What follows belongs to an exercise in optimizing a design on an open flow for a short achievable clock period and few clock cycles; a production flow would make more cautious choices. In this exercise RTL edits were held to simulation tests only and were not proved equivalent to the original. No activity file was given, so power comes from the tool's default toggle rates.

File: design/flow/design.v
package cpu_isa_pkg;
    typedef enum logic [6:0] {
        OPC_OP     = 7'b0110011,
        OPC_OP_IMM = 7'b0010011,
        OPC_LOAD   = 7'b0000011,
        OPC_STORE  = 7'b0100011,
        OPC_BRANCH = 7'b1100011
    } opcode_e;
    typedef enum logic [3:0] {
        ALU_ADD, ALU_SUB, ALU_AND, ALU_OR,
        ALU_XOR, ALU_SLL, ALU_SRL, ALU_SRA
    } alu_op_e;
    typedef enum logic [1:0] {
        BR_EQ, BR_NE, BR_LT, BR_GE
    } branch_cond_e;
    localparam logic [2:0] FUNCT3_ADD_SUB = 3'b000;
    localparam logic [2:0] FUNCT3_SLL     = 3'b001;
    localparam logic [2:0] FUNCT3_WORD    = 3'b010;   
    localparam logic [2:0] FUNCT3_XOR     = 3'b100;
    localparam logic [2:0] FUNCT3_SR      = 3'b101;   
    localparam logic [2:0] FUNCT3_OR      = 3'b110;
    localparam logic [2:0] FUNCT3_AND     = 3'b111;
    localparam logic [2:0] FUNCT3_BEQ     = 3'b000;
    localparam logic [2:0] FUNCT3_BNE     = 3'b001;
    localparam logic [2:0] FUNCT3_BLT     = 3'b100;
    localparam logic [2:0] FUNCT3_BGE     = 3'b101;
    localparam logic [6:0] FUNCT7_ALT     = 7'b0100000;   
endpackage
package cpu_pipe_pkg;
    localparam int XLEN    = 32;
    localparam int REG_AW  = 5;
    localparam int DMEM_AW = 15;   
    localparam logic [XLEN-1:0] RESET_PC = '0;
    typedef enum logic [1:0] {
        FWD_NONE,
        FWD_EX_MEM,
        FWD_MEM_WB
    } fwd_sel_e;
endpackage
module alu (
    input  logic [31:0] a_i,
    input  logic [31:0] b_i,
    input  logic [6:0]  op_i,    
    input  logic        sub_i,   
    output logic [31:0] y_o
);
    logic [31:0] sum;
    logic [31:0] sh_r;
    logic [31:0] sh_l;
    assign sum  = a_i + b_i + {31'b0, sub_i};
    assign sh_l = a_i << b_i[4:0];
    assign sh_r = 32'($signed({op_i[5] & a_i[31], a_i}) >>> b_i[4:0]);
    assign y_o = ({32{op_i[0]}} & (a_i & b_i))
               | ({32{op_i[1]}} & (a_i | b_i))
               | ({32{op_i[2]}} & (a_i ^ b_i))
               | ({32{op_i[3]}} & sh_l)
               | ({32{op_i[4] | op_i[5]}} & sh_r)
               | ({32{op_i[6]}} & sum);
endmodule
module reg_file (
    input  logic        clk,
    input  logic        rstn,
    input  logic [4:0]  ra1_i,
    input  logic [4:0]  ra2_i,
    output logic [31:0] rd1_o,
    output logic [31:0] rd2_o,
    input  logic [4:0]  wa_i,
    input  logic [31:0] wd_i,
    input  logic        we_i
);
    logic [31:0] regs [32];
    always_ff @(posedge clk or negedge rstn)
    begin
        if (!rstn)
        begin
            for (int i = 1; i < 32; i++)
                regs[i] <= '0;
        end
        else
        begin
            for (int i = 1; i < 32; i++)
                if (we_i && wa_i == 5'(i))
                    regs[i] <= wd_i;
        end
    end
    assign regs[0] = '0;
    assign rd1_o = regs[ra1_i];
    assign rd2_o = regs[ra2_i];
endmodule
module fetch_stage #(
    parameter int NBTB = 8
) (
    input  logic            clk,
    input  logic            rstn,
    input  logic            stall_i,
    input  logic            flush_i,            
    input  logic [31:0]     flush_target_i,
    input  logic            id_redirect_i,      
    input  logic [31:0]     id_target_i,
    input  logic            btb_ins_i,          
    input  logic [31:0]     btb_ins_pc_i,
    input  logic [31:0]     btb_ins_target_i,
    input  logic [NBTB-1:0] btb_inv_i,          
    input  logic [31:0]     instr_i,
    output logic [31:0]     pc_o,
    output logic            if_id_valid_o,
    output logic [31:0]     if_id_pc_o,
    output logic [31:0]     if_id_instr_o,
    output logic            if_id_pred_o,       
    output logic [31:0]     if_id_pred_target_o,
    output logic [NBTB-1:0] if_id_hit_o
);
    localparam int TW = 12;   
    logic [NBTB-1:0]  btb_valid;
    logic [TW-1:0]    btb_tag [NBTB];
    logic [31:0]      btb_target [NBTB];
    logic [NBTB-1:0]  btb_ptr;       
    logic [NBTB-1:0]  hit;
    logic [NBTB-1:0]  ins_hit;
    logic             pred;
    logic [31:0]      pred_target;
    logic [31:0]      pc_next;
    logic [31:0]      pc_fetch;
    always_comb
    begin
        pred_target = '0;
        for (int i = 0; i < NBTB; i++)
        begin
            hit[i]     = btb_valid[i] && btb_tag[i] == pc_o[TW+1:2];
            ins_hit[i] = btb_valid[i] && btb_tag[i] == btb_ins_pc_i[TW+1:2];
            pred_target = pred_target | ({32{hit[i]}} & btb_target[i]);
        end
        pred = |hit;
    end
    always_comb
    begin
        if (id_redirect_i)
            pc_fetch = id_target_i;
        else if (stall_i)
            pc_fetch = pc_o;
        else if (pred)
            pc_fetch = pred_target;
        else
            pc_fetch = pc_o + 32'd4;
    end
    assign pc_next = flush_i ? flush_target_i : pc_fetch;
    always_ff @(posedge clk or negedge rstn)
    begin
        if (!rstn)
            pc_o <= cpu_pipe_pkg::RESET_PC;
        else
            pc_o <= pc_next;
    end
    always_ff @(posedge clk or negedge rstn)
    begin
        if (!rstn)
        begin
            if_id_valid_o <= 1'b0;
            if_id_pred_o  <= 1'b0;
        end
        else if (flush_i || id_redirect_i)
        begin
            if_id_valid_o <= 1'b0;   
            if_id_pred_o  <= 1'b0;
        end
        else if (!stall_i)
        begin
            if_id_valid_o <= 1'b1;
            if_id_pred_o  <= pred;
        end
    end
    always_ff @(posedge clk)
    begin
        if (!stall_i)
        begin
            if_id_pc_o          <= pc_o;
            if_id_instr_o       <= instr_i;
            if_id_pred_target_o <= pred_target;
            if_id_hit_o         <= hit;
        end
    end
    always_ff @(posedge clk or negedge rstn)
    begin
        if (!rstn)
        begin
            btb_valid <= '0;
            btb_ptr   <= NBTB'(1);
        end
        else
        begin
            if (btb_ins_i && ins_hit == '0)
            begin
                btb_valid <= (btb_valid & ~btb_inv_i) | btb_ptr;
                btb_ptr   <= {btb_ptr[NBTB-2:0], btb_ptr[NBTB-1]};
            end
            else
                btb_valid <= btb_valid & ~btb_inv_i;
        end
    end
    always_ff @(posedge clk)
    begin
        for (int i = 0; i < NBTB; i++)
            if (btb_ins_i && ins_hit == '0 && btb_ptr[i])
            begin
                btb_tag[i]    <= btb_ins_pc_i[TW+1:2];
                btb_target[i] <= btb_ins_target_i;
            end
    end
endmodule
module decode_unit (
    input  logic [31:0] instr_i,
    output logic        use_rs1_o,
    output logic        use_rs2_o,
    output logic [4:0]  rd_o,         
    output logic [31:0] imm_o,        
    output logic [31:0] imm_b_o,
    output logic [6:0]  alu_op_o,     
    output logic        alu_sub_o,
    output logic        alu_src_imm_o,
    output logic        mem_read_o,
    output logic        mem_write_o,
    output logic        is_branch_o,
    output logic [3:0]  br_cond_o     
);
    logic [2:0] funct3;
    logic       alt;
    logic       reg_write;
    assign funct3  = instr_i[14:12];
    assign alt     = (instr_i[31:25] == cpu_isa_pkg::FUNCT7_ALT);
    assign imm_b_o = {{19{instr_i[31]}}, instr_i[31], instr_i[7], instr_i[30:25],
                      instr_i[11:8], 1'b0};
    assign rd_o    = reg_write ? instr_i[11:7] : 5'd0;
    always_comb
    begin
        use_rs1_o     = 1'b0;
        use_rs2_o     = 1'b0;
        reg_write     = 1'b0;
        imm_o         = {{20{instr_i[31]}}, instr_i[31:20]};
        alu_op_o      = 7'b1000000;
        alu_sub_o     = 1'b0;
        alu_src_imm_o = 1'b0;
        mem_read_o    = 1'b0;
        mem_write_o   = 1'b0;
        is_branch_o   = 1'b0;
        br_cond_o     = 4'b0000;
        case (instr_i[6:0])
            cpu_isa_pkg::OPC_OP:
            begin
                use_rs1_o = 1'b1;
                use_rs2_o = 1'b1;
                reg_write = 1'b1;
                case (funct3)
                    3'b000: alu_sub_o = alt;
                    3'b001: alu_op_o  = 7'b0001000;
                    3'b100: alu_op_o  = 7'b0000100;
                    3'b101: alu_op_o  = alt ? 7'b0100000 : 7'b0010000;
                    3'b110: alu_op_o  = 7'b0000010;
                    3'b111: alu_op_o  = 7'b0000001;
                    default: reg_write = 1'b0;
                endcase
            end
            cpu_isa_pkg::OPC_OP_IMM:
            begin
                use_rs1_o     = 1'b1;
                alu_src_imm_o = 1'b1;
                reg_write     = 1'b1;
                case (funct3)
                    3'b000: ;
                    3'b100: alu_op_o = 7'b0000100;
                    3'b110: alu_op_o = 7'b0000010;
                    3'b111: alu_op_o = 7'b0000001;
                    default: reg_write = 1'b0;
                endcase
            end
            cpu_isa_pkg::OPC_LOAD:
            begin
                use_rs1_o     = (funct3 == 3'b010);
                alu_src_imm_o = 1'b1;
                reg_write     = use_rs1_o;
                mem_read_o    = use_rs1_o;
            end
            cpu_isa_pkg::OPC_STORE:
            begin
                use_rs1_o     = (funct3 == 3'b010);
                use_rs2_o     = use_rs1_o;
                imm_o         = {{20{instr_i[31]}}, instr_i[31:25], instr_i[11:7]};
                alu_src_imm_o = 1'b1;
                mem_write_o   = use_rs1_o;
            end
            cpu_isa_pkg::OPC_BRANCH:
            begin
                case (funct3)
                    3'b000: br_cond_o = 4'b0001;
                    3'b001: br_cond_o = 4'b0010;
                    3'b100: br_cond_o = 4'b0100;
                    3'b101: br_cond_o = 4'b1000;
                    default: br_cond_o = 4'b0000;
                endcase
                is_branch_o = (br_cond_o != 4'b0000);
                use_rs1_o   = is_branch_o;
                use_rs2_o   = is_branch_o;
            end
            default: ;
        endcase
    end
endmodule
module hazard_unit (
    input  logic       id_valid_i,
    input  logic [4:0] id_rs1_i,
    input  logic [4:0] id_rs2_i,
    input  logic       id_use_rs1_i,
    input  logic       id_use_rs2_i,
    input  logic [4:0] ex_rd_i,         
    input  logic       ex_mem_read_i,
    input  logic [4:0] mem_rd_i,
    input  logic [4:0] wb_rd_i,
    output logic       stall_o,
    output logic       ex_fwd_a_o,      
    output logic       ex_fwd_b_o,
    output logic       id_mem_a_o,      
    output logic       id_mem_b_o,
    output logic       id_wb_a_o,       
    output logic       id_wb_b_o
);
    function automatic logic hit(input logic [4:0] rd, input logic [4:0] rs);
        hit = (rd != 5'd0) && (rd == rs);
    endfunction
    assign ex_fwd_a_o = hit(ex_rd_i, id_rs1_i);
    assign ex_fwd_b_o = hit(ex_rd_i, id_rs2_i);
    assign id_mem_a_o = hit(mem_rd_i, id_rs1_i);
    assign id_mem_b_o = hit(mem_rd_i, id_rs2_i);
    assign id_wb_a_o  = hit(wb_rd_i, id_rs1_i);
    assign id_wb_b_o  = hit(wb_rd_i, id_rs2_i);
    assign stall_o = id_valid_i && ex_mem_read_i
                  && ((id_use_rs1_i && ex_fwd_a_o) || (id_use_rs2_i && ex_fwd_b_o));
endmodule
module cpu_top (
    input  logic                             clk,
    input  logic                             rstn,
    output logic [cpu_pipe_pkg::XLEN-1:0]    imem_addr_o,
    input  logic [cpu_pipe_pkg::XLEN-1:0]    imem_data_i,
    output logic [cpu_pipe_pkg::DMEM_AW-1:0] dmem_addr_o,
    output logic [cpu_pipe_pkg::XLEN-1:0]    dmem_wdata_o,
    output logic                             dmem_we_o,
    input  logic [cpu_pipe_pkg::XLEN-1:0]    dmem_rdata_i
);
    localparam int NBTB = 8;
    logic            if_id_valid;
    logic [31:0]     if_id_pc;
    logic [31:0]     if_id_instr;
    logic            if_id_pred;
    logic [31:0]     if_id_pred_target;
    logic [NBTB-1:0] if_id_hit;
    logic            stall;
    logic            id_redirect;
    logic [31:0]     id_target;
    logic [4:0]      id_rs1;
    logic [4:0]      id_rs2;
    logic            id_use_rs1;
    logic            id_use_rs2;
    logic [4:0]      id_rd;
    logic [31:0]     id_imm;
    logic [31:0]     id_imm_b;
    logic [6:0]      id_alu_op;
    logic            id_alu_sub;
    logic            id_alu_src_imm;
    logic            id_mem_read;
    logic            id_mem_write;
    logic            id_is_branch;
    logic [3:0]      id_br_cond;
    logic            id_back;
    logic            ex_fwd_a;
    logic            ex_fwd_b;
    logic            id_mem_a;
    logic            id_mem_b;
    logic            id_wb_a;
    logic            id_wb_b;
    logic [31:0]     rf_rd1;
    logic [31:0]     rf_rd2;
    logic [31:0]     id_a;
    logic [31:0]     id_b;
    logic            id_bubble;
    logic            id_valid;
    logic [31:0]     id_alu_b;
    logic            flush;               
    logic [31:0]     flush_target;
    logic [4:0]      id_ex_rd;
    logic            id_ex_mem_read;
    logic            id_ex_mem_write;
    logic            id_ex_is_branch;
    logic [3:0]      id_ex_br_cond;
    logic            id_ex_pred;          
    logic            id_ex_btb_pred;      
    logic            id_ex_redir_t;       
    logic [31:0]     id_ex_pred_target;
    logic [NBTB-1:0] id_ex_hit;
    logic            id_ex_fwd_a;
    logic            id_ex_fwd_b;
    logic [6:0]      id_ex_alu_op;
    logic            id_ex_alu_sub;
    logic            id_ex_fwd_alu_b;
    logic [31:0]     id_ex_alu_b;
    logic [31:0]     id_ex_a;
    logic [31:0]     id_ex_b;
    logic [31:0]     id_ex_pc;
    logic [31:0]     id_ex_target;
    logic [31:0]     id_ex_pc4;
    logic            ex_valid_branch;
    logic [4:0]      ex_rd;
    logic [31:0]     ex_a;
    logic [31:0]     ex_b_reg;
    logic [31:0]     ex_b;
    logic [31:0]     ex_y;
    logic            ex_eq;
    logic            ex_lt;
    logic            ex_taken;
    logic            ex_redir_t;
    logic            ex_redir_nt;
    logic [4:0]      ex_mem_rd;
    logic            ex_mem_mem_read;
    logic            ex_mem_mem_write;
    logic [31:0]     ex_mem_y;
    logic [31:0]     ex_mem_wdata;
    logic            ex_mem_taken;
    logic            ex_mem_btb_pred;
    logic            ex_mem_redir_t;
    logic            ex_mem_redir_nt;
    logic [NBTB-1:0] ex_mem_hit;
    logic [31:0]     ex_mem_btb_pc;
    logic [31:0]     ex_mem_btb_target;
    logic [31:0]     ex_mem_pc4;
    logic            mem_btb_ins;
    logic [NBTB-1:0] mem_btb_inv;
    logic [31:0]     mem_val;
    logic [4:0]      mem_wb_rd;
    logic [31:0]     mem_wb_val;
    fetch_stage #(.NBTB(NBTB)) u_fetch (
        .clk(clk), .rstn(rstn), .stall_i(stall),
        .flush_i(flush), .flush_target_i(flush_target),
        .id_redirect_i(id_redirect), .id_target_i(id_target),
        .btb_ins_i(mem_btb_ins), .btb_ins_pc_i(ex_mem_btb_pc),
        .btb_ins_target_i(ex_mem_btb_target), .btb_inv_i(mem_btb_inv),
        .instr_i(imem_data_i), .pc_o(imem_addr_o),
        .if_id_valid_o(if_id_valid), .if_id_pc_o(if_id_pc), .if_id_instr_o(if_id_instr),
        .if_id_pred_o(if_id_pred), .if_id_pred_target_o(if_id_pred_target),
        .if_id_hit_o(if_id_hit)
    );
    decode_unit u_decode (
        .instr_i(if_id_instr),
        .use_rs1_o(id_use_rs1), .use_rs2_o(id_use_rs2), .rd_o(id_rd),
        .imm_o(id_imm), .imm_b_o(id_imm_b),
        .alu_op_o(id_alu_op), .alu_sub_o(id_alu_sub), .alu_src_imm_o(id_alu_src_imm),
        .mem_read_o(id_mem_read), .mem_write_o(id_mem_write),
        .is_branch_o(id_is_branch), .br_cond_o(id_br_cond)
    );
    assign id_rs1  = if_id_instr[19:15];
    assign id_rs2  = if_id_instr[24:20];
    assign id_back = if_id_instr[31];
    assign id_valid = if_id_valid;
    hazard_unit u_hazard (
        .id_valid_i(id_valid), .id_rs1_i(id_rs1), .id_rs2_i(id_rs2),
        .id_use_rs1_i(id_use_rs1), .id_use_rs2_i(id_use_rs2),
        .ex_rd_i(ex_rd), .ex_mem_read_i(id_ex_mem_read),
        .mem_rd_i(ex_mem_rd), .wb_rd_i(mem_wb_rd),
        .stall_o(stall), .ex_fwd_a_o(ex_fwd_a), .ex_fwd_b_o(ex_fwd_b),
        .id_mem_a_o(id_mem_a), .id_mem_b_o(id_mem_b),
        .id_wb_a_o(id_wb_a), .id_wb_b_o(id_wb_b)
    );
    reg_file u_rf (
        .clk(clk), .rstn(rstn), .ra1_i(id_rs1), .ra2_i(id_rs2),
        .rd1_o(rf_rd1), .rd2_o(rf_rd2),
        .wa_i(mem_wb_rd), .wd_i(mem_wb_val), .we_i(1'b1)
    );
    assign mem_val = ex_mem_mem_read ? dmem_rdata_i : ex_mem_y;
    assign id_a = id_mem_a ? mem_val : id_wb_a ? mem_wb_val : rf_rd1;
    assign id_b = id_mem_b ? mem_val : id_wb_b ? mem_wb_val : rf_rd2;
    assign id_target   = if_id_pc + id_imm_b;
    assign id_redirect = id_valid && id_is_branch && id_back && !if_id_pred && !stall;
    assign id_bubble   = !id_valid || stall || flush;
    assign id_alu_b    = id_alu_src_imm ? id_imm : (id_alu_sub ? ~id_b : id_b);
    always_ff @(posedge clk or negedge rstn)
    begin
        if (!rstn)
        begin
            id_ex_rd        <= '0;
            id_ex_mem_read  <= 1'b0;
            id_ex_mem_write <= 1'b0;
            id_ex_is_branch <= 1'b0;
            id_ex_pred      <= 1'b0;
            id_ex_btb_pred  <= 1'b0;
        end
        else if (id_bubble)
        begin
            id_ex_rd        <= '0;
            id_ex_mem_read  <= 1'b0;
            id_ex_mem_write <= 1'b0;
            id_ex_is_branch <= 1'b0;
            id_ex_pred      <= 1'b0;
            id_ex_btb_pred  <= 1'b0;
        end
        else
        begin
            id_ex_rd        <= id_rd;
            id_ex_mem_read  <= id_mem_read;
            id_ex_mem_write <= id_mem_write;
            id_ex_is_branch <= id_is_branch;
            id_ex_pred      <= if_id_pred || (id_is_branch && id_back);
            id_ex_btb_pred  <= if_id_pred;
        end
    end
    always_ff @(posedge clk)
    begin
        id_ex_br_cond     <= id_br_cond;
        id_ex_redir_t     <= !(if_id_pred || (id_is_branch && id_back));
        id_ex_pred_target <= if_id_pred_target;
        id_ex_hit         <= if_id_hit;
        id_ex_fwd_a       <= ex_fwd_a;
        id_ex_fwd_b       <= ex_fwd_b;
        id_ex_fwd_alu_b   <= ex_fwd_b && !id_alu_src_imm;
        id_ex_alu_op      <= id_alu_op;
        id_ex_alu_sub     <= id_alu_sub;
        id_ex_a           <= id_a;
        id_ex_b           <= id_b;
        id_ex_alu_b       <= id_alu_b;
        id_ex_pc          <= if_id_pc;
        id_ex_target      <= id_target;
        id_ex_pc4         <= if_id_pc + 32'd4;
    end
    assign ex_valid_branch = id_ex_is_branch;
    assign ex_rd           = id_ex_rd;
    assign ex_a     = id_ex_fwd_a ? ex_mem_y : id_ex_a;
    assign ex_b_reg = id_ex_fwd_b ? ex_mem_y : id_ex_b;
    assign ex_b     = id_ex_fwd_alu_b ? (ex_mem_y ^ {32{id_ex_alu_sub}}) : id_ex_alu_b;
    alu u_alu (.a_i(ex_a), .b_i(ex_b), .op_i(id_ex_alu_op), .sub_i(id_ex_alu_sub), .y_o(ex_y));
    always_comb
    begin
        case ({id_ex_fwd_a, id_ex_fwd_b})
            2'b00: begin
                ex_eq = id_ex_a == id_ex_b;
                ex_lt = $signed(id_ex_a) < $signed(id_ex_b);
            end
            2'b10: begin
                ex_eq = ex_mem_y == id_ex_b;
                ex_lt = $signed(ex_mem_y) < $signed(id_ex_b);
            end
            2'b01: begin
                ex_eq = id_ex_a == ex_mem_y;
                ex_lt = $signed(id_ex_a) < $signed(ex_mem_y);
            end
            default: begin
                ex_eq = 1'b1;
                ex_lt = 1'b0;
            end
        endcase
    end
    assign ex_taken = ex_valid_branch
                   && ((id_ex_br_cond[0] && ex_eq) || (id_ex_br_cond[1] && !ex_eq)
                    || (id_ex_br_cond[2] && ex_lt) || (id_ex_br_cond[3] && !ex_lt));
    assign ex_redir_t   = id_ex_redir_t || (id_ex_btb_pred && id_ex_pred_target != id_ex_target);
    assign ex_redir_nt  = id_ex_pred;
    always_ff @(posedge clk or negedge rstn)
    begin
        if (!rstn)
        begin
            ex_mem_rd        <= '0;
            ex_mem_mem_read  <= 1'b0;
            ex_mem_mem_write <= 1'b0;
            ex_mem_taken     <= 1'b0;
            ex_mem_btb_pred  <= 1'b0;
            ex_mem_redir_t   <= 1'b0;
            ex_mem_redir_nt  <= 1'b0;
            mem_wb_rd        <= '0;
        end
        else
        begin
            if (flush)
            begin   
                ex_mem_rd        <= '0;
                ex_mem_mem_read  <= 1'b0;
                ex_mem_mem_write <= 1'b0;
                ex_mem_taken     <= 1'b0;
                ex_mem_btb_pred  <= 1'b0;
                ex_mem_redir_t   <= 1'b0;
                ex_mem_redir_nt  <= 1'b0;
            end
            else
            begin
                ex_mem_rd        <= ex_rd;
                ex_mem_mem_read  <= id_ex_mem_read;
                ex_mem_mem_write <= id_ex_mem_write;
                ex_mem_taken     <= ex_taken;
                ex_mem_btb_pred  <= id_ex_btb_pred;
                ex_mem_redir_t   <= ex_redir_t;
                ex_mem_redir_nt  <= ex_redir_nt;
            end
            mem_wb_rd        <= ex_mem_rd;
        end
    end
    always_ff @(posedge clk)
    begin
        ex_mem_y          <= ex_y;
        ex_mem_wdata      <= ex_b_reg;
        ex_mem_hit        <= id_ex_hit;
        ex_mem_btb_pc     <= id_ex_pc;
        ex_mem_btb_target <= id_ex_target;
        ex_mem_pc4        <= id_ex_pc4;
        mem_wb_val        <= mem_val;
    end
    assign flush        = ex_mem_taken ? ex_mem_redir_t : ex_mem_redir_nt;
    assign flush_target = ex_mem_taken ? ex_mem_btb_target : ex_mem_pc4;
    assign mem_btb_ins = ex_mem_taken && !ex_mem_btb_pred;
    assign mem_btb_inv = (ex_mem_btb_pred && (ex_mem_taken ? ex_mem_redir_t : ex_mem_redir_nt))
                       ? ex_mem_hit : '0;
    assign dmem_addr_o  = ex_mem_y[cpu_pipe_pkg::DMEM_AW+1:2];   
    assign dmem_wdata_o = ex_mem_wdata;
    assign dmem_we_o    = ex_mem_mem_write;
endmodule
File: design/flow/config.mk
export PLATFORM = sky130hd
export DESIGN_NAME = cpu_top
export DESIGN_NICKNAME = cpu_top
export VERILOG_FILES = /design/flow/design.v
export SDC_FILE = /design/flow/constraint.sdc
export NUM_CORES = 4
export LEC_CHECK = 0
export CAP_MARGIN = 20
export CORE_MARGIN = 2
export CORE_UTILIZATION = 40
export SLEW_MARGIN = 20
File: design/flow/constraint.sdc
create_clock -name core_clock -period 10.0 [get_ports {clk}]
set_input_delay 2.0000 -clock core_clock [delete_from_list [all_inputs] [get_ports {clk}]]
set_output_delay 2.0000 -clock core_clock [all_outputs]
set_load 0.01 [all_outputs]
File: design/flow/standard.sh
#!/bin/bash
# synth_recipe.tcl (not shown) runs the flow's synth.tcl, then flattens the netlist and writes it again
# the make line also repeats each setting of config.mk as NAME=value (left out here)
make -C /OpenROAD-flow-scripts/flow DESIGN_CONFIG=/design/flow/config.mk WORK_HOME=/design/flow/orfs CLKGATE_MAP_FILE= SYNTH_SCRIPT=/design/flow/synth_recipe.tcl "${@:-finish}"
File: design/flow/flow/run.sh
#!/bin/bash
# Standard ORFS layout (the standard.sh, unchanged synthesis and steps), with
# the resizer's setup repair aimed past the clock constraint: it keeps working
# until the setup slack reaches SETUP_SLACK_MARGIN ns. The full make output goes
# to standard_finish.log.
set -euo pipefail
bash standard.sh SETUP_SLACK_MARGIN=7 finish > standard_finish.log 2>&1
==> metrics.md, run 1 <==
| Metric | Value |
|---|---|
| Post-Syn Nets | `8,188` |
| Vias in the first global route | `75,200` |
| I/O pin total | `146` |
| Die Area | `235,000 µm²` |
| Post-route DRC | `0` |
| Final WL | `434 mm` |
| Largest net degree at the start of global routing | `118` |
| RR Startpoint | `id_ex_alu_sub` |
| Final-stage net count | `8,695` |
| Asr flop ratio synth | `55.3%` |
| Fmax | `0.279 GHz` |
| Layout area overhead | `25.1%` |
| Buf/Inv on CP | `1` |
| Power, Total | `18.2 mW` |
| Antenna violations before repair | `34` |
| Register area | `48,800 µm²` |
| Clock skew | `0.0683 ns` |
| CTS Hold Bufs | `0` |
| Synth Cell Area | `92,400 µm²` |
| Data required, critical path | `8.00 ns` |
| IO buf count | `145` |
| Drt first pass iters | `11` |
| CP top delay family | `flip-flops` |
| Synthesis Warnings | `9` |
| Post-synth cell types | `93` |
| Clock sinks | `1,930` |
| Post-synth EDFFs | `456` |
| CP Data Arrival Time | `1.58 ns` |
| Area of the multi-input gates | `44,100 µm²` |
| CP cell instances | `buf_6` |
| Gr ovfl total | `0` |
| Area leader, netlist | `dfrtp_1` |
| TritonCTS clock tree | `yes` |
| DIE HEIGHT | `485 µm` |
| Share of post-route cells with drive strength above 1 | `33.9%` |
| Main synth FF type | `dfrtp_1` |
| Total of max-cap violations | `0` |
| Detailed placement HPWL | `221 mm` |
| CP max-delay cell | `dfrtp_4` |
| H-tree depth | `4` |
| Final worst slack | `6.42 ns` |
| Fill cells | `19,700` |
| DP Worst Slack | `5.17 ns` |
| Hold Startpoint | `u_fetch.if_id_pred_target_o[17]` |
| Rows | `176` |
| Iter 0 DRT Violations | `14,000` |
| RSZ-0062 raised after global routing | `true` |
| Tot GR Track Use | `34.8%` |
| Sum Neg Setup Slack | `0 ns` |
| Leakage power total | `48.8 nW` |
| Worst-path fanout max | `2` |
| R2R Setup Slk | `6.48 ns` |
| Wire length per cell | `37.2 µm` |
| Largest buffer count on any clock path | `3` |
| Setup violators final | `0` |
| Placer Congestion | `0.967` |
| Pins Over Slew Limit | `0` |
| Clock latency (worst-skew pair) | `0.90 ns` |
| Clock slew at reported path FFs | `0.06 ns` |
| Hold depth | `0` |
| Avg Synthesized Cell Area | `11.7 µm²` |
| Ranking of synthesized cells by area | `dfrtp_1 (29%), edfxtp_1 (15%), mux2_2 (12%)` |
| Critical path startpoint category | `flop` |
| First-pass GRT wire length | `584 mm` |
| Crit Path Category | `flop to output pin` |
| Die Wd | `485 µm` |
| Post-layout util | `50.3%` |
| Worst-margin pin slew | `1.21 ns` |
| Final period utilization | `35.8%` |
| Remaining antenna violation count | `0` |
| Min-Delay Path Class | `flop to flop` |
| CTS root buffer | `clkbuf_16` |
| Worst r2r dst | `ex_mem_y[26]` |
| Vias | `79,700` |
| Final Hold Vio Count | `0` |
| Status | `no timing/DRC/antenna violations` |
| Number of vias per cell | `6.85` |
| Pwr per Cell Area | `158 nW/µm²` |
| Reg2Reg Depth | `18` |
| Worst slew margin | `19.6%` |
| Total core area | `230,000 µm²` |
| Crit-path max cell delay | `0.54 ns` |
| Seq/Total Area, Yosys | `52.6%` |
| Total CTS buffers | `199` |
| Starting Density | `40.2%` |
| Hold endpoint | `id_ex_pred_target[17]` |
| Yosys top cell area share | `28.9%` |
| Seq cells post-synth | `1,930` |
| Tmin final | `3.58 ns` |
| Post-Syn Instances | `7,926` |
| VDD IR max | `0.000169 V` |
| Critical path capture point type | `output pin` |
## cells in the mapped netlist (all sizes together) (12+ instances only)
master	instances
or4	54
o31ai	12
o221ai	12
mux2	1007
nor3	48
nand3b	13
a222oi	96
ha	193
a211oi	41
o31a	17
a22oi	658
a31oi	26
or3	12
nor4	44
a21o	62
nor2b	21
and3	33
a21oi	253
nand4	152
buf	236
and2	15
a221oi	204
nor2	307
xnor2	284
xor2	130
clkbuf	398
edfxtp	456
dfxtp	406
inv	195
nand2	361
mux2i	137
o21ai	291
dfrtp	1067
nand2b	20
a22o	196
o22ai	17
nand3	269
o211ai	31
## per-stage QoR
stage,hold slack (ns),instance area [µm²],std cells
floorplan,0.310,92800,7926
global placement,0.310,97500,10600
detailed placement,0.312,97500,10600
CTS,0.290,111000,11400
global route,0.297,115000,11600
finish,0.293,115000,11600
## cell type report
cell class / count / share of cell area [%]
timing repair inverter: 2 / 0.0141
clock inverter: 93 / 0.913
inverter: 196 / 0.662
clock buffer: 276 / 4.90
tap: 3026 / 3.28
sequential: 1930 / 42.2
antenna: 20 / 0.0433
multi-input combinational: 5170 / 38.1
timing repair buffer: 934 / 9.81
## worst max-delay path by stage
stage	from	to	slack, ns	cells after the start
after floorplan	u_fetch.if_id_instr_o[13]	u_fetch.if_id_hit_o[0]	6.56	7
after global placement	id_ex_fwd_alu_b	ex_mem_y[26]	5.13	17
after detailed placement	id_ex_fwd_alu_b	ex_mem_y[26]	5.17	17
after CTS	u_fetch.pc_o[4]	imem_addr_o[4]	6.40	1
after global routing	u_fetch.pc_o[13]	imem_addr_o[13]	6.39	1
final	u_fetch.pc_o[4]	imem_addr_o[4]	6.42	1
## report_power, final
group / internal (mW) / switching [mW] / leakage [nW]
Clock: 4.26 / 3.43 / 3.29
Sequential: 8.41 / 0.376 / 22.6
Combinational: 0.700 / 1.03 / 23.0
## registers in the layout, summed over array words and instances (netlist names), 31 cells and up
signal and flops:
u_rf.regs 992, u_fetch.btb_target 256, u_fetch.btb_tag 96, ex_mem_pc4 32, ex_mem_wdata 32, ex_mem_y 32
id_ex_a 32, id_ex_alu_b 32, id_ex_b 32, id_ex_pc4 32, id_ex_pred_target 32, mem_wb_val 32
u_fetch.if_id_instr_o 32, u_fetch.if_id_pc_o 32, u_fetch.if_id_pred_target_o 32, u_fetch.pc_o 32, ex_mem_btb_target 31, id_ex_target 31
## kinds of logic after synthesis
group           count (synthesis)  synth area share (%)
flops                        1930                  52.6
fa+ha+maj                     196                  2.68
xor+xnor                      414                  3.93
buf+inv                       830                  3.65
mux                          1146                  13.8
simple gates                 1391                  7.48
compound gates               2019                  15.9
## repair_timing
action                                  4_1_cts  5_1_grt
endpoints found under the setup margin     1299     1096
pin swaps                                   187      268
gates cloned                                 47       15
setup buffers                               355      193
gates resized for setup                    1108      483
## per-layer routing
layer  wire [µm]  part of all wire (%)  vias up  GRT usage (%)
met5         643                  0.15        -           1.74
met4       36700                   8.5       34           22.2
met3       63100                    15     2139           14.4
met2      176000                    41     6777           49.3
met1      157000                    36    39600           43.3
li1            -                     -    31100              -
## placed cells by master (no fill, tap or decap), types with 38 or more instances in the layout
cell and instances:
edfxtp_1 456, buf_16 41, a21oi_1 216, nand2_1 330, a22oi_2 51, clkbuf_16 216, a222oi_1 96, nand3_1 260
xor2_1 123, nor2_1 211, a221oi_1 131, a21o_1 61, clkdlybuf4s50_1 64, dfxtp_2 51, o21ai_0 233, clkbuf_1 43
a22o_1 194, buf_6 187, buf_12 140, dfxtp_1 325, xnor2_1 272, a22oi_1 607, nor2_4 91, dfrtp_1 1034
mux2_2 1004, nand4_1 152, inv_1 158, or4_4 47, o21ai_1 46, buf_4 425, ha_1 162, mux2i_1 105
a221oi_2 64, clkinv_2 38
Testbench counts, summed over its fixed seeds: cycles 174,028.
==> run 2, diff against run 1 <==
==> design/flow/run.sh (new file) <==
#!/bin/bash
# synth_recipe.tcl (not shown) runs the flow's synth.tcl, then flattens the netlist and writes it again
# the make line also repeats each setting of config.mk as NAME=value (left out here)
make -C /OpenROAD-flow-scripts/flow DESIGN_CONFIG=/design/flow/config.mk WORK_HOME=/design/flow/orfs CLKGATE_MAP_FILE= SYNTH_SCRIPT=/design/flow/synth_recipe.tcl finish
--- a/design/flow/config.mk
+++ b/design/flow/config.mk
@@ -8,4 +8,5 @@
 export CAP_MARGIN = 20
 export CORE_MARGIN = 2
 export CORE_UTILIZATION = 40
+export SETUP_SLACK_MARGIN = 5
 export SLEW_MARGIN = 20
removed: design/flow/flow/run.sh
removed: design/flow/standard.sh
==> metrics.md, run 2 <==
| Metric | Value |
|---|---|
| First-pass GRT wire length | `541 mm (-7.3%)` |
| Post-Syn Instances | `7,926 (unchanged)` |
| Starting Density | `40.2% (unchanged)` |
| Final Hold Vio Count | `0 (unchanged)` |
| Seq cells post-synth | `1,930 (unchanged)` |
| Vias in the first global route | `71,200 (-5.3%)` |
| Detailed placement HPWL | `228 mm (+3.2%)` |
| Wire length per cell | `35.0 µm (-5.9%)` |
| Data required, critical path | `10.71 ns (+2.71 ns)` |
| Tot GR Track Use | `31.9% (-2.9 points)` |
| Sum Neg Setup Slack | `0 ns (unchanged)` |
| Clock skew | `0.0511 ns (-0.0172 ns)` |
| TritonCTS clock tree | `yes` |
| Buf/Inv on CP | `3 (+2)` |
| Total core area | `230,000 µm² (unchanged)` |
| Post-Syn Nets | `8,188 (unchanged)` |
| Post-CTS Setup Bufs | `0 (-100%)` |
| Reg with most FFs | `u_rf.regs` |
| Max FFs per register | `992 (unchanged)` |
| Final period utilization | `47.7% (+12 points)` |
| VDD IR max | `0.000161 V (-4.3%)` |
| Share of post-route cells with drive strength above 1 | `21.2% (-13 points)` |
| Critical path capture point type | `flop` |
| Setup violators final | `0 (unchanged)` |
| Crit Path Category | `flop to flop` |
| Post-layout util | `45.3% (-5.0 points)` |
| Total CTS buffers | `196 (-1.5%)` |
| Commonest non-fill, non-tap cell in the layout | `dfrtp_1` |
| Synth Cell Area | `92,400 µm² (unchanged)` |
| CP cell instances | `buf_6, nor2_1, a21oi_4, buf_4, inv_2, ha_1, mux2i_1, nor2_1, a21oi_1, o21ai_0, a21oi_1, o221ai_1` |
| Synthesis Warnings | `9 (unchanged)` |
| Min-Delay Path Class | `flop to flop` |
| Avg Synthesized Cell Area | `11.7 µm² (unchanged)` |
| Most frequent cells after synthesis | `dfrtp_1 (1,067), mux2_2 (1,007), a22oi_1 (658)` |
| Worst-path fanout max | `64 (+62)` |
| CTS root buffer | `clkbuf_16` |
| Fmax | `0.210 GHz (-25%)` |
| Seq/Total Area, Yosys | `52.6% (unchanged)` |
| Pwr per Cell Area | `170 nW/µm² (+7.8%)` |
| Remaining antenna violation count | `0 (unchanged)` |
| Die Area | `235,000 µm² (unchanged)` |
| RSZ-0062 raised after global routing | `false` |
| CP max-delay cell | `a21oi_1` |
| Vias | `74,900 (-6.1%)` |
| Post-synth EDFFs | `456 (unchanged)` |
| CP Data Arrival Time | `5.48 ns (+3.90 ns)` |
| Ranking of synthesized cells by area | `dfrtp_1 (29%), edfxtp_1 (15%), mux2_2 (12%)` |
| Worst-margin pin slew | `1.24 ns (+0.0302 ns)` |
| Biggest regs | `u_rf.regs (992), u_fetch.btb_target (256), u_fetch.btb_tag (96)` |
| Most frequent cells in the layout | `dfrtp_1 (1,065), mux2_2 (1,007), a22oi_1 (658)` |
| DIE HEIGHT | `485 µm (unchanged)` |
| Hold Slack | `0.308 ns (+0.0141 ns)` |
| Area leader, netlist | `dfrtp_1` |
| CP top delay family | `compound AO/OA/AOI/OAI gates` |
| Main synth FF type | `dfrtp_1` |
| Top-count cell post-synth | `dfrtp_1` |
| Total of max-cap violations | `0 (unchanged)` |
| Post-synth cell types | `93 (unchanged)` |
| Final-stage net count | `8,091 (-6.9%)` |
| Worst slew margin | `17.4% (-2.2 points)` |
| Die Wd | `485 µm (unchanged)` |
| Layout area overhead | `12.7%` |
| Pins Over Slew Limit | `0 (unchanged)` |
| Number of vias per cell | `6.78 (-0.94%)` |
| I/O pin total | `146 (unchanged)` |
| Drt first pass iters | `12 (+1)` |
| IO buf count | `145 (unchanged)` |
| Largest net degree at the start of global routing | `171 (+45%)` |
| Clock sinks | `1,930 (unchanged)` |
| H-tree depth | `4 (unchanged)` |
| Iter 0 DRT Violations | `13,900 (-0.66%)` |
| Asr flop ratio synth | `55.3% (unchanged)` |
| Largest buffer count on any clock path | `3 (unchanged)` |
| Final WL | `387 mm (-11%)` |
| Placer Congestion | `1.00 (+3.7%)` |
| Critical path startpoint category | `flop` |
| Yosys top cell area share | `28.9% (unchanged)` |
| Status | `no timing/DRC/antenna violations` |
| Rows | `176 (unchanged)` |
| Tmin final | `4.77 ns (+1.18 ns)` |
| Clock latency (worst-skew pair) | `0.88 ns (-0.02 ns)` |
| Crit-path max cell delay | `0.64 ns (+0.10 ns)` |
| CTS Hold Bufs | `0 (unchanged)` |
| Post-route DRC | `0 (unchanged)` |
| Gr ovfl total | `0 (unchanged)` |
| Leakage power total | `44.0 nW (-10%)` |
| Antenna violations before repair | `22 (-35%)` |
| Clock slew at reported path FFs | `0.07 ns (about the same)` |
run 2: cell counts after synthesis:
No cell type changed its count.
run 2: cell families after synthesis:
group | count (synthesis) | share of synthesized area (%)
mux | 1146 | 13.8
fa+ha+maj | 196 | 2.68
flops | 1930 | 52.6
xor+xnor | 414 | 3.93
buf+inv | 830 | 3.65
compound gates | 2019 | 15.9
simple gates | 1391 | 7.48
run 2: through the flow:
stage               setup WS (ns)  power, mW  cells  instance area, µm²
detailed placement           5.00       10.2  10700               97300
global placement             4.96       10.2  10700               97300
finish                       5.23       17.7  11000              104000
floorplan                    5.89       9.52   7926               92400
CTS                          5.11       17.7  11000              104000
global route                 5.02       18.2  11000              104000
run 2: area by class of cell:
cell class	count	area (µm²)
inverters	196	738
well taps	3026	3790
clock buffers	289	5740
diodes	11	27.5
fillers	20800	126000
repair buffers	339	3040
flip-flops and latches	1930	48600
clock inverters	82	900
multi-input cells	5166	41300
run 2: worst paths after layout:
check                           startpoint            endpoint  slack, ns  cells after the start
max reg2reg                id_ex_fwd_alu_b        ex_mem_y[14]       5.23                     12
max                        id_ex_fwd_alu_b        ex_mem_y[14]       5.23                     12
min in group asynchronous             rstn   u_rf.regs[16][25]       1.19                      1
min reg2reg                  id_ex_pc4[31]      ex_mem_pc4[31]       0.31                      0
min                          id_ex_pc4[31]      ex_mem_pc4[31]       0.31                      0
max in group asynchronous             rstn  u_fetch.btb_ptr[4]       6.60                      3
run 2: routing by layer:
metal,vias up,part of all wire (%),track usage [%]
li1,29800,-,-
met3,1690,14,12.7
met2,6010,41,45.1
met5,-,0.13,0.796
met1,37300,38,40.9
met4,24,7.1,18.4
run 2: where the power goes:
group	total, mW	switching, mW	internal, mW	leakage, nW
clock	7.59	3.29	4.30	3.25
combinational	1.25	0.769	0.479	18.1
sequential	8.85	0.456	8.40	22.6
run 2: timing repair:
action                                  4_1_cts  5_1_grt
gates cloned                                  0        0
endpoints found under the setup margin        1        6
gates resized for setup                       2        3
==> run 3, diff against run 2 <==
--- a/design/flow/design.v
+++ b/design/flow/design.v
@@ -60,8 +60,8 @@
 module reg_file (
     input  logic        clk,
     input  logic        rstn,
-    input  logic [4:0]  ra1_i,
-    input  logic [4:0]  ra2_i,
+    input  logic [31:0] ra1_i,    
+    input  logic [31:0] ra2_i,    
     output logic [31:0] rd1_o,
     output logic [31:0] rd2_o,
     input  logic [4:0]  wa_i,
@@ -84,8 +84,16 @@
         end
     end
     assign regs[0] = '0;
-    assign rd1_o = regs[ra1_i];
-    assign rd2_o = regs[ra2_i];
+    always_comb
+    begin
+        rd1_o = '0;
+        rd2_o = '0;
+        for (int i = 1; i < 32; i++)
+        begin
+            rd1_o = rd1_o | ({32{ra1_i[i]}} & regs[i]);
+            rd2_o = rd2_o | ({32{ra2_i[i]}} & regs[i]);
+        end
+    end
 endmodule
 module fetch_stage #(
     parameter int NBTB = 8
@@ -108,7 +116,9 @@
     output logic [31:0]     if_id_instr_o,
     output logic            if_id_pred_o,       
     output logic [31:0]     if_id_pred_target_o,
-    output logic [NBTB-1:0] if_id_hit_o
+    output logic [NBTB-1:0] if_id_hit_o,
+    output logic [31:0]     if_id_rs1_sel_o,    
+    output logic [31:0]     if_id_rs2_sel_o
 );
     localparam int TW = 12;   
     logic [NBTB-1:0]  btb_valid;
@@ -120,13 +130,14 @@
     logic             pred;
     logic [31:0]      pred_target;
     logic [31:0]      pc_next;
+    logic [31:0]      pc;
     logic [31:0]      pc_fetch;
     always_comb
     begin
         pred_target = '0;
         for (int i = 0; i < NBTB; i++)
         begin
-            hit[i]     = btb_valid[i] && btb_tag[i] == pc_o[TW+1:2];
+            hit[i]     = btb_valid[i] && btb_tag[i] == pc[TW+1:2];
             ins_hit[i] = btb_valid[i] && btb_tag[i] == btb_ins_pc_i[TW+1:2];
             pred_target = pred_target | ({32{hit[i]}} & btb_target[i]);
         end
@@ -137,20 +148,22 @@
         if (id_redirect_i)
             pc_fetch = id_target_i;
         else if (stall_i)
-            pc_fetch = pc_o;
+            pc_fetch = pc;
         else if (pred)
             pc_fetch = pred_target;
         else
-            pc_fetch = pc_o + 32'd4;
+            pc_fetch = pc + 32'd4;
     end
     assign pc_next = flush_i ? flush_target_i : pc_fetch;
     always_ff @(posedge clk or negedge rstn)
     begin
         if (!rstn)
-            pc_o <= cpu_pipe_pkg::RESET_PC;
+            pc <= cpu_pipe_pkg::RESET_PC;
         else
-            pc_o <= pc_next;
+            pc <= pc_next;
     end
+    always_ff @(posedge clk)
+        pc_o <= rstn ? pc_next : cpu_pipe_pkg::RESET_PC;
     always_ff @(posedge clk or negedge rstn)
     begin
         if (!rstn)
@@ -173,10 +186,12 @@
     begin
         if (!stall_i)
         begin
-            if_id_pc_o          <= pc_o;
+            if_id_pc_o          <= pc;
             if_id_instr_o       <= instr_i;
             if_id_pred_target_o <= pred_target;
             if_id_hit_o         <= hit;
+            if_id_rs1_sel_o     <= 32'b1 << instr_i[19:15];
+            if_id_rs2_sel_o     <= 32'b1 << instr_i[24:20];
         end
     end
     always_ff @(posedge clk or negedge rstn)
@@ -379,6 +394,9 @@
     logic [31:0]     rf_rd2;
     logic [31:0]     id_a;
     logic [31:0]     id_b;
+    logic [31:0]     id_b_rest;
+    logic [31:0]     id_rs1_sel;
+    logic [31:0]     id_rs2_sel;
     logic            id_bubble;
     logic            id_valid;
     logic [31:0]     id_alu_b;
@@ -394,11 +412,8 @@
     logic            id_ex_redir_t;       
     logic [31:0]     id_ex_pred_target;
     logic [NBTB-1:0] id_ex_hit;
-    logic            id_ex_fwd_a;
-    logic            id_ex_fwd_b;
     logic [6:0]      id_ex_alu_op;
     logic            id_ex_alu_sub;
-    logic            id_ex_fwd_alu_b;
     logic [31:0]     id_ex_alu_b;
     logic [31:0]     id_ex_a;
     logic [31:0]     id_ex_b;
@@ -432,6 +447,7 @@
     logic            mem_btb_ins;
     logic [NBTB-1:0] mem_btb_inv;
     logic [31:0]     mem_val;
+    logic [cpu_pipe_pkg::DMEM_AW-1:0] dmem_addr_q;
     logic [4:0]      mem_wb_rd;
     logic [31:0]     mem_wb_val;
     fetch_stage #(.NBTB(NBTB)) u_fetch (
@@ -443,7 +459,7 @@
         .instr_i(imem_data_i), .pc_o(imem_addr_o),
         .if_id_valid_o(if_id_valid), .if_id_pc_o(if_id_pc), .if_id_instr_o(if_id_instr),
         .if_id_pred_o(if_id_pred), .if_id_pred_target_o(if_id_pred_target),
-        .if_id_hit_o(if_id_hit)
+        .if_id_hit_o(if_id_hit), .if_id_rs1_sel_o(id_rs1_sel), .if_id_rs2_sel_o(id_rs2_sel)
     );
     decode_unit u_decode (
         .instr_i(if_id_instr),
@@ -467,17 +483,19 @@
         .id_wb_a_o(id_wb_a), .id_wb_b_o(id_wb_b)
     );
     reg_file u_rf (
-        .clk(clk), .rstn(rstn), .ra1_i(id_rs1), .ra2_i(id_rs2),
+        .clk(clk), .rstn(rstn), .ra1_i(id_rs1_sel), .ra2_i(id_rs2_sel),
         .rd1_o(rf_rd1), .rd2_o(rf_rd2),
         .wa_i(mem_wb_rd), .wd_i(mem_wb_val), .we_i(1'b1)
     );
     assign mem_val = ex_mem_mem_read ? dmem_rdata_i : ex_mem_y;
-    assign id_a = id_mem_a ? mem_val : id_wb_a ? mem_wb_val : rf_rd1;
-    assign id_b = id_mem_b ? mem_val : id_wb_b ? mem_wb_val : rf_rd2;
+    assign id_a = ex_fwd_a ? ex_y : id_mem_a ? mem_val : id_wb_a ? mem_wb_val : rf_rd1;
+    assign id_b_rest = id_mem_b ? mem_val : id_wb_b ? mem_wb_val : rf_rd2;
+    assign id_b      = ex_fwd_b ? ex_y : id_b_rest;
     assign id_target   = if_id_pc + id_imm_b;
     assign id_redirect = id_valid && id_is_branch && id_back && !if_id_pred && !stall;
     assign id_bubble   = !id_valid || stall || flush;
-    assign id_alu_b    = id_alu_src_imm ? id_imm : (id_alu_sub ? ~id_b : id_b);
+    assign id_alu_b    = id_alu_src_imm ? id_imm
+                       : ex_fwd_b ? (ex_y ^ {32{id_alu_sub}}) : (id_b_rest ^ {32{id_alu_sub}});
     always_ff @(posedge clk or negedge rstn)
     begin
         if (!rstn)
@@ -514,9 +532,6 @@
         id_ex_redir_t     <= !(if_id_pred || (id_is_branch && id_back));
         id_ex_pred_target <= if_id_pred_target;
         id_ex_hit         <= if_id_hit;
-        id_ex_fwd_a       <= ex_fwd_a;
-        id_ex_fwd_b       <= ex_fwd_b;
-        id_ex_fwd_alu_b   <= ex_fwd_b && !id_alu_src_imm;
         id_ex_alu_op      <= id_alu_op;
         id_ex_alu_sub     <= id_alu_sub;
         id_ex_a           <= id_a;
@@ -528,31 +543,12 @@
     end
     assign ex_valid_branch = id_ex_is_branch;
     assign ex_rd           = id_ex_rd;
-    assign ex_a     = id_ex_fwd_a ? ex_mem_y : id_ex_a;
-    assign ex_b_reg = id_ex_fwd_b ? ex_mem_y : id_ex_b;
-    assign ex_b     = id_ex_fwd_alu_b ? (ex_mem_y ^ {32{id_ex_alu_sub}}) : id_ex_alu_b;
+    assign ex_a     = id_ex_a;
+    assign ex_b_reg = id_ex_b;
+    assign ex_b     = id_ex_alu_b;
     alu u_alu (.a_i(ex_a), .b_i(ex_b), .op_i(id_ex_alu_op), .sub_i(id_ex_alu_sub), .y_o(ex_y));
-    always_comb
-    begin
-        case ({id_ex_fwd_a, id_ex_fwd_b})
-            2'b00: begin
-                ex_eq = id_ex_a == id_ex_b;
-                ex_lt = $signed(id_ex_a) < $signed(id_ex_b);
-            end
-            2'b10: begin
-                ex_eq = ex_mem_y == id_ex_b;
-                ex_lt = $signed(ex_mem_y) < $signed(id_ex_b);
-            end
-            2'b01: begin
-                ex_eq = id_ex_a == ex_mem_y;
-                ex_lt = $signed(id_ex_a) < $signed(ex_mem_y);
-            end
-            default: begin
-                ex_eq = 1'b1;
-                ex_lt = 1'b0;
-            end
-        endcase
-    end
+    assign ex_eq = id_ex_a == id_ex_b;
+    assign ex_lt = $signed(id_ex_a) < $signed(id_ex_b);
     assign ex_taken = ex_valid_branch
                    && ((id_ex_br_cond[0] && ex_eq) || (id_ex_br_cond[1] && !ex_eq)
                     || (id_ex_br_cond[2] && ex_lt) || (id_ex_br_cond[3] && !ex_lt));
@@ -611,7 +607,10 @@
     assign mem_btb_ins = ex_mem_taken && !ex_mem_btb_pred;
     assign mem_btb_inv = (ex_mem_btb_pred && (ex_mem_taken ? ex_mem_redir_t : ex_mem_redir_nt))
                        ? ex_mem_hit : '0;
-    assign dmem_addr_o  = ex_mem_y[cpu_pipe_pkg::DMEM_AW+1:2];   
+    always_ff @(posedge clk)
+        dmem_addr_q <= (id_ex_mem_read || id_ex_mem_write)
+                     ? ex_y[cpu_pipe_pkg::DMEM_AW+1:2] : '0;   
+    assign dmem_addr_o  = dmem_addr_q;
     assign dmem_wdata_o = ex_mem_wdata;
     assign dmem_we_o    = ex_mem_mem_write;
 endmodule
==> design/flow/flow/run.sh (new file) <==
#!/bin/bash
# Standard ORFS layout (the standard.sh, unchanged synthesis and steps), with
# the resizer's setup repair aimed past the clock constraint: it keeps working
# until the setup slack reaches SETUP_SLACK_MARGIN ns. The full make output goes
# to standard_finish.log.
set -euo pipefail
bash standard.sh SETUP_SLACK_MARGIN=7 finish > standard_finish.log 2>&1
==> design/flow/standard.sh (new file) <==
#!/bin/bash
# synth_recipe.tcl (not shown) runs the flow's synth.tcl, then flattens the netlist and writes it again
# the make line also repeats each setting of config.mk as NAME=value (left out here)
make -C /OpenROAD-flow-scripts/flow DESIGN_CONFIG=/design/flow/config.mk WORK_HOME=/design/flow/orfs CLKGATE_MAP_FILE= SYNTH_SCRIPT=/design/flow/synth_recipe.tcl "${@:-finish}"
--- a/design/flow/config.mk
+++ b/design/flow/config.mk
@@ -8,5 +8,4 @@
 export CAP_MARGIN = 20
 export CORE_MARGIN = 2
 export CORE_UTILIZATION = 40
-export SETUP_SLACK_MARGIN = 5
 export SLEW_MARGIN = 20
removed: design/flow/run.sh
==> metrics.md, run 3 <==
| Metric | Value |
|---|---|
| Final WL | `447 mm (+16%)` |
| IO buf count | `145 (unchanged)` |
| Total core area | `237,000 µm² (+3.3%)` |
| Fill cells | `20,600 (-0.95%)` |
| Avg Synthesized Cell Area | `12.0 µm² (+3.4%)` |
| CP Data Arrival Time | `1.41 ns (-4.07 ns)` |
| Pins Over Slew Limit | `0 (unchanged)` |
| Clock latency (worst-skew pair) | `0.91 ns (+0.03 ns)` |
| TritonCTS clock tree | `yes` |
| First-pass GRT wire length | `607 mm (+12%)` |
| Total of max-cap violations | `0 (unchanged)` |
| Data required, critical path | `8.00 ns (-2.71 ns)` |
| Clock sinks | `2,036 (+5.5%)` |
| Max FFs per register | `992 (unchanged)` |
| Ranking of synthesized cells by area | `dfrtp_1 (28%), edfxtp_1 (16%), mux2_2 (12%)` |
| Most frequent cells in the layout | `dfrtp_1 (1,047), mux2_2 (1,025), edfxtp_1 (518)` |
| Crit Path Category | `flop to output pin` |
| Buf/Inv on CP | `1 (-2)` |
| CTS root buffer | `clkbuf_16` |
| Top-count cell post-synth | `dfrtp_1` |
| Post-Syn Instances | `7,897 (-0.37%)` |
| Critical path capture point type | `output pin` |
| Die Wd | `492 µm (+1.5%)` |
| Wire length per cell | `38.3 µm (+9.4%)` |
| Biggest regs | `u_rf.regs (992), u_fetch.btb_target (256), u_fetch.btb_tag (96)` |
| Vias in the first global route | `76,300 (+7.1%)` |
| Commonest non-fill, non-tap cell in the layout | `dfrtp_1` |
| Share of post-route cells with drive strength above 1 | `33.8% (+13 points)` |
| DIE HEIGHT | `492 µm (+1.5%)` |
| Critical path startpoint category | `flop` |
| Clock slew at reported path FFs | `0.06 ns (about the same)` |
| CP cell instances | `buf_6` |
| Worst-margin pin slew | `1.23 ns (-0.00850 ns)` |
| DP Worst Slack | `4.70 ns (-0.302 ns)` |
| Synthesis Warnings | `9 (unchanged)` |
| Most frequent cells after synthesis | `dfrtp_1 (1,067), mux2_2 (1,031), edfxtp_1 (518)` |
| Crit-path max cell delay | `0.40 ns (-0.24 ns)` |
| Asr flop ratio synth | `52.5% (-2.9 points)` |
| Pwr per Cell Area | `166 nW/µm² (-2.4%)` |
| Vias | `81,200 (+8.5%)` |
| Total CTS buffers | `206 (+5.1%)` |
| Final-stage net count | `8,487 (+4.9%)` |
| Post-synth cell types | `86 (-7.5%)` |
| Worst-path fanout max | `1 (-98%)` |
| Worst slew margin | `18.1% (+0.65 points)` |
| RSZ-0062 raised after global routing | `true` |
| Placer Congestion | `0.985 (-1.8%)` |
| Number of vias per cell | `6.97 (+2.7%)` |
| I/O pin total | `146 (unchanged)` |
| Detailed placement HPWL | `249 mm (+9.3%)` |
| Post-route DRC | `0 (unchanged)` |
| Starting Density | `40.1% (-0.10 points)` |
| Gr ovfl total | `0 (unchanged)` |
| Largest buffer count on any clock path | `3 (unchanged)` |
| Iter 0 DRT Violations | `15,000 (+8.0%)` |
| CP top delay family | `flip-flops` |
| Die Area | `242,000 µm² (+3.0%)` |
| Area leader, netlist | `dfrtp_1` |
| Clock skew | `0.0796 ns (+0.0285 ns)` |
| Setup violators final | `0 (unchanged)` |
| Main synth FF type | `dfrtp_1` |
| Final worst slack | `6.59 ns (+1.36 ns)` |
| Min-Delay Path Class | `flop to flop` |
| CTS Hold Bufs | `0 (unchanged)` |
| Power, Total | `19.3 mW (+9.1%)` |
| Final period utilization | `34.1% (-14 points)` |
| Seq/Total Area, Yosys | `53.9% (+1.3 points)` |
| Post-Syn Nets | `8,095 (-1.1%)` |
| Antenna violations before repair | `47 (+110%)` |
| Sum Neg Setup Slack | `0 ns (unchanged)` |
| Leakage power total | `48.6 nW (+11%)` |
| Final Hold Vio Count | `0 (unchanged)` |
| Synth Cell Area | `95,100 µm² (+3.0%)` |
| Post-synth EDFFs | `518 (+14%)` |
| Fmax | `0.294 GHz (+40%)` |
| Rows | `179 (+1.7%)` |
| VDD IR max | `0.000169 V (+4.4%)` |
| Remaining antenna violation count | `0 (unchanged)` |
| Tot GR Track Use | `35.3% (+3.4 points)` |
| Largest net degree at the start of global routing | `176 (+2.9%)` |
| Status | `no timing/DRC/antenna violations` |
| Drt first pass iters | `11 (-1)` |
| CP max-delay cell | `dfxtp_4` |
| Layout area overhead | `22.4%` |
| Seq cells post-synth | `2,036 (+5.5%)` |
| Reg with most FFs | `u_rf.regs` |
| Tmin final | `3.41 ns (-1.36 ns)` |
| Yosys top cell area share | `28.1% (-0.84 points)` |
| H-tree depth | `4 (unchanged)` |
-- run 3: per-layer routing --
| metal | vias up | routed length [µm] | GRT usage, % |
|---|---|---|---|
| li1 | 31100 | - | - |
| met1 | 40700 | 163000 | 45.4 |
| met2 | 7310 | 182000 | 49.5 |
| met3 | 2185 | 65100 | 13.5 |
| met4 | 45 | 35900 | 22.1 |
| met5 | - | 845 | 1.45 |
-- run 3: metrics by stage --
stage                     cells  hold slack [ns]  util, %  area [µm²]
final                     11700            0.286     49.1      116000
after global routing      11600            0.287     49.1      116000
after CTS                 11500            0.276     47.7      113000
after detailed placement  10800            0.312     42.4      100000
after global placement    10800            0.311     42.4      100000
after floorplan            7897            0.310        -       95500
-- run 3: kinds of logic (layout without fill, tap and decap cells) --
| logic type | after synthesis | count (layout) | share of synthesized area [%] |
|---|---|---|---|
| AOI/OAI and AO/OA | 1935 | 1935 | 15.4 |
| xor gates and xnor gates | 326 | 326 | 3.00 |
| adders and majority gates | 132 | 132 | 1.76 |
| buffers and inverters | 819 | 1391 | 3.40 |
| DFF | 2036 | 2036 | 53.9 |
| muxes | 1198 | 1198 | 14.9 |
| other | 0 | 24 | 0 |
| and+or+nand+nor | 1451 | 1454 | 7.58 |
-- run 3: layout make-up --
class / instances / area [µm²] / area share (%)
Inverter: 190 / 778 / 0.668
Sequential cell: 2036 / 51600 / 44.3
Multi-Input combinational cell: 5045 / 44300 / 38.1
Tap cell: 3167 / 3960 / 3.40
Timing Repair Buffer: 806 / 8580 / 7.37
Antenna cell: 24 / 60.1 / 0.0516
Clock inverter: 97 / 1170 / 1.01
Clock buffer: 294 / 5950 / 5.11
Timing Repair inverter: 4 / 43.8 / 0.0376
-- run 3: final timing paths --
path	slack, ns	depth (start not counted)	start	end
max	6.59	1	u_fetch.pc_o[1]	imem_addr_o[1]
min	0.29	0	id_ex_pc4[24]	ex_mem_pc4[24]
max reg2reg	6.60	12	u_fetch.if_id_rs2_sel_o[13]	id_ex_alu_b[19]
min reg2reg	0.29	0	id_ex_pc4[24]	ex_mem_pc4[24]
max in group asynchronous	7.31	3	rstn	u_rf.regs[10][11]
min in group asynchronous	1.05	1	rstn	u_rf.regs[22][23]
-- run 3: report_power, final --
part / internal (mW) / leakage, nW / switching (mW)
clock network: 4.64 / 3.47 / 3.55
registers: 8.89 / 23.7 / 0.385
logic: 0.757 / 21.4 / 1.09
total: 14.3 / 48.6 / 5.02
-- run 3: what timing repair did --
action                                  CTS  global route
buffers inserted                        262           126
gates cloned                             31             7
setup endpoints to repair              1222           567
pin swaps                               141           196
resized for setup                      1020           444
endpoints found under the hold margin     0             0
Testbench counts of run 3, summed over its fixed seeds: cycles 174,028.
==> run 4, diff against run 3 <==
--- a/design/flow/config.mk
+++ b/design/flow/config.mk
@@ -7,5 +7,5 @@
 export LEC_CHECK = 0
 export CAP_MARGIN = 20
 export CORE_MARGIN = 2
-export CORE_UTILIZATION = 40
+export CORE_UTILIZATION = 35
 export SLEW_MARGIN = 20
==> metrics.md, run 4 <==
| Metric | Value |
|---|---|
| Synthesis Warnings | `9 (unchanged)` |
| Design area | `117,000 µm² (+0.29%)` |
| Post-route DRC | `0 (unchanged)` |
| Seq cells post-synth | `2,036 (unchanged)` |
| Crit Path Category | `flop to output pin` |
| Hold endpoint | `id_ex_pred_target[22]` |
| Detailed placement HPWL | `255 mm (+2.2%)` |
| Leakage power total | `48.2 nW (-0.85%)` |
| Die Area | `276,000 µm² (+14%)` |
| First-pass GRT wire length | `608 mm (about the same)` |
| Gr ovfl total | `0 (unchanged)` |
| Worst-margin pin slew | `1.24 ns (+0.00960 ns)` |
| TritonCTS clock tree | `yes` |
| Seq/Total Area, Yosys | `53.9% (unchanged)` |
| CTS root buffer | `clkbuf_16` |
| CTS Hold Bufs | `0 (unchanged)` |
| Top-count cell post-synth | `dfrtp_1` |
| Buf/Inv on CP | `1 (unchanged)` |
| Number of vias per cell | `6.74 (-3.3%)` |
| Data required, critical path | `8.00 ns (about the same)` |
| Placer Congestion | `0.975 (-0.94%)` |
| Final period utilization | `34.2% (+0.15 points)` |
| CP Data Arrival Time | `1.42 ns (about the same)` |
| Post-Syn Nets | `8,095 (unchanged)` |
| Total of max-cap violations | `0 (unchanged)` |
| CP max-delay cell | `dfxtp_4` |
| DIE HEIGHT | `525 µm (+6.8%)` |
| Main synth FF type | `dfrtp_1` |
| Clock sinks | `2,036 (unchanged)` |
| Yosys top cell area share | `28.1% (unchanged)` |
| Clock skew | `0.0930 ns (+0.0134 ns)` |
| Fill cells | `24,600 (+20%)` |
| Final WL | `446 mm (-0.23%)` |
| Total CTS buffers | `205 (-0.49%)` |
| VDD IR max | `0.000165 V (-2.4%)` |
| Avg Synthesized Cell Area | `12.0 µm² (unchanged)` |
| Setup violators final | `0 (unchanged)` |
| Share of post-route cells with drive strength above 1 | `33.7% (-0.16 points)` |
| Worst r2r dst | `u_fetch.pc_o[31]` |
| Hold depth | `0 (unchanged)` |
| Final-stage net count | `8,446 (-0.48%)` |
| Commonest non-fill, non-tap cell in the layout | `dfrtp_1` |
| CP cell instances | `buf_6` |
| H-tree depth | `4 (unchanged)` |
| Met1 Usage GRT | `39.4% (-6.1 points)` |
| Power, Total | `19.2 mW (-0.44%)` |
| GRT busiest layer | `met2` |
| Die Wd | `525 µm (+6.8%)` |
| Post-synth EDFFs | `518 (unchanged)` |
| CP top delay family | `flip-flops` |
| Clock slew at reported path FFs | `0.07 ns (about the same)` |
| RSZ-0062 raised after global routing | `true` |
| Crit-path max cell delay | `0.39 ns (about the same)` |
| Fmax | `0.292 GHz (-0.44%)` |
| Hold Startpoint | `u_fetch.if_id_pred_target_o[22]` |
| Max FFs per register | `992 (unchanged)` |
| Post-synth cell types | `86 (unchanged)` |
| Starting Density | `35.2% (-4.9 points)` |
| Remaining antenna violation count | `0 (unchanged)` |
| Synth Cell Area | `95,100 µm² (unchanged)` |
| Final Hold Vio Count | `0 (unchanged)` |
| Worst-path fanout max | `1 (unchanged)` |
| Total core area | `271,000 µm² (+14%)` |
| Min-Delay Path Class | `flop to flop` |
| Biggest regs | `u_rf.regs (992), u_fetch.btb_target (256), u_fetch.btb_tag (96)` |
| Drt first pass iters | `12 (+1)` |
| Placed cells | `11,200 (+3.8%)` |
| RR Startpoint | `u_fetch.if_id_instr_o[8]` |
| Ranking of synthesized cells by area | `dfrtp_1 (28%), edfxtp_1 (16%), mux2_2 (12%)` |
| Critical path capture point type | `output pin` |
| Most frequent cells in the layout | `dfrtp_1 (1,050), mux2_2 (1,029), edfxtp_1 (518)` |
| Pwr per Cell Area | `165 nW/µm² (-0.73%)` |
| Met2 usage in global routing | `42.7% (-6.7 points)` |
| R2R Setup Slk | `6.68 ns (+0.08 ns)` |
| Reg2Reg Depth | `16 (+4)` |
| Fin cells | `12,000 (+3.1%)` |
| Placed cell areas | `101,000 µm² (+0.56%)` |
| Iter 0 DRT Violations | `14,900 (-0.67%)` |
| Post-Syn Instances | `7,897 (unchanged)` |
| Asr flop ratio synth | `52.5% (unchanged)` |
| Layout area overhead | `22.8%` |
| Antenna violations before repair | `38 (-19%)` |
| Vias in the first global route | `75,900 (-0.51%)` |
| Vias | `81,000 (-0.26%)` |
| Largest net degree at the start of global routing | `162 (-8.0%)` |
| Rows | `191 (+6.7%)` |
| Reg with most FFs | `u_rf.regs` |
| Area leader, netlist | `dfrtp_1` |
| Largest buffer count on any clock path | `3 (unchanged)` |
| Sum Neg Setup Slack | `0 ns (unchanged)` |
| WP depth | `1 (unchanged)` |
| Status | `no timing/DRC/antenna violations` |
| Clock latency (worst-skew pair) | `0.91 ns (about the same)` |
| Wire length per cell | `37.1 µm (-3.2%)` |
| Tmin final | `3.42 ns (+0.0150 ns)` |
| Tot GR Track Use | `30.8% (-4.5 points)` |
| IO buf count | `145 (unchanged)` |
| M3 GR Usage | `14.1% (+0.55 points)` |
| Worst slew margin | `17.5% (-0.53 points)` |
| Critical path startpoint category | `flop` |
| Pins Over Slew Limit | `0 (unchanged)` |
| I/O pin total | `146 (unchanged)` |
| Most frequent cells after synthesis | `dfrtp_1 (1,067), mux2_2 (1,031), edfxtp_1 (518)` |
## run 4: cell types whose count changed in the layout (fill, tap and decap cells not counted), moves of 9 or more
cell,before,now
xnor2_1,160,207
xnor2_2,64,24
buf_4,425,394
dfxtp_1,352,322
dfxtp_4,40,61
buf_12,53,64
buf_2,19,8
nor3_4,20,31
a21oi_2,40,49
a221oi_1,300,291
dfxtp_2,58,67
o21ai_0,106,115
## run 4: area by class of cell
cell class                 instances  area [µm²]  area share [%]
sequential                      2036       51600            44.2
multi-input combinational       5044       44200            37.8
timing repair buffer             768        8380            7.18
clock buffer                     297        5940            5.09
tap                             3570        4470            3.83
clock inverter                    94        1290            1.10
inverter                         190         795           0.680
antenna                           24        60.1          0.0514
timing repair inverter             3        43.8          0.0375
## run 4: kinds of logic after synthesis
group | share of synthesized area [%]
xor+xnor | 3.00
mux | 14.9
buf+inv | 3.40
fa+ha+maj | 1.76
compound gates | 15.4
flops | 53.9
simple gates | 7.58
## run 4: metal layers
metal,wire length [µm],share of wire (%),vias to the layer above
li1,-,-,31000
met1,164000,37,40800
met2,179000,40,7205
met3,69000,15,2072
met4,32800,7.3,34
met5,451,0.10,-
## run 4: metrics by stage
step                      worst slack [ns]  hold slack, ns  utilization, %
after floorplan                       5.05           0.310               -
after global placement                5.31           0.310            37.3
after detailed placement              5.32           0.312            37.3
after CTS                             6.53           0.253            41.9
after global routing                  6.54           0.256            43.1
final                                 6.58           0.256            43.2
## run 4: worst max-delay path by stage
stage	startpoint	end	slack, ns
3_5_place_dp	id_ex_alu_b[3]	id_ex_alu_b[25]	5.32
3_3_place_gp	id_ex_alu_b[3]	id_ex_alu_b[25]	5.31
5_1_grt	ex_mem_mem_write	dmem_we_o	6.54
4_1_cts	ex_mem_mem_write	dmem_we_o	6.53
2_1_floorplan	u_fetch.if_id_instr_o[22]	u_fetch.pc_o[0]	5.05
6_report	u_fetch.pc_o[15]	imem_addr_o[15]	6.58
## run 4: where the power goes
group | switching [mW] | total (mW) | internal [mW]
clock | 3.59 | 8.24 | 4.65
combinational | 0.970 | 1.64 | 0.675
sequential | 0.448 | 9.33 | 8.89
total | 5.01 | 19.2 | 14.2
## run 4: repair_timing
action	4_1_cts	5_1_grt
pin swaps	157	203
cloned	27	5
gates resized for setup	1098	469
endpoints found under the setup margin	1408	902
setup buffers	188	159

-- static timing again, ports no longer ideal --
The flow's constraints put no driver on any port. The routed layouts listed below were extracted and timed again, unchanged, in two steps. Step 1 assumes that a clkbuf_16 drives the clock port and a buf_2 every other input. Step 2 also shifts input and output timing later by t, the mid clock arrival at the registers, as if the neighbouring blocks saw the same clock. Three values: ideal ports, drivers, drivers and shift; two values: the first two.
run	shift t [ns]	slack for setup (ns)	worst setup path after step 2
run 1	0.968	6.417 / 6.322 / 5.998	input to register
run 2	0.946	5.234 / 5.220 / 5.234	register to register
run 3	0.961	6.594 / 6.502 / 5.797	input to register
run 4	0.960	6.579 / 6.483 / 6.032	input to register
After both steps every run listed still meets setup and hold. For run 3, which loses most, drivers alone change the setup slack by -0.092 ns; drivers and shift together by -0.797 ns.
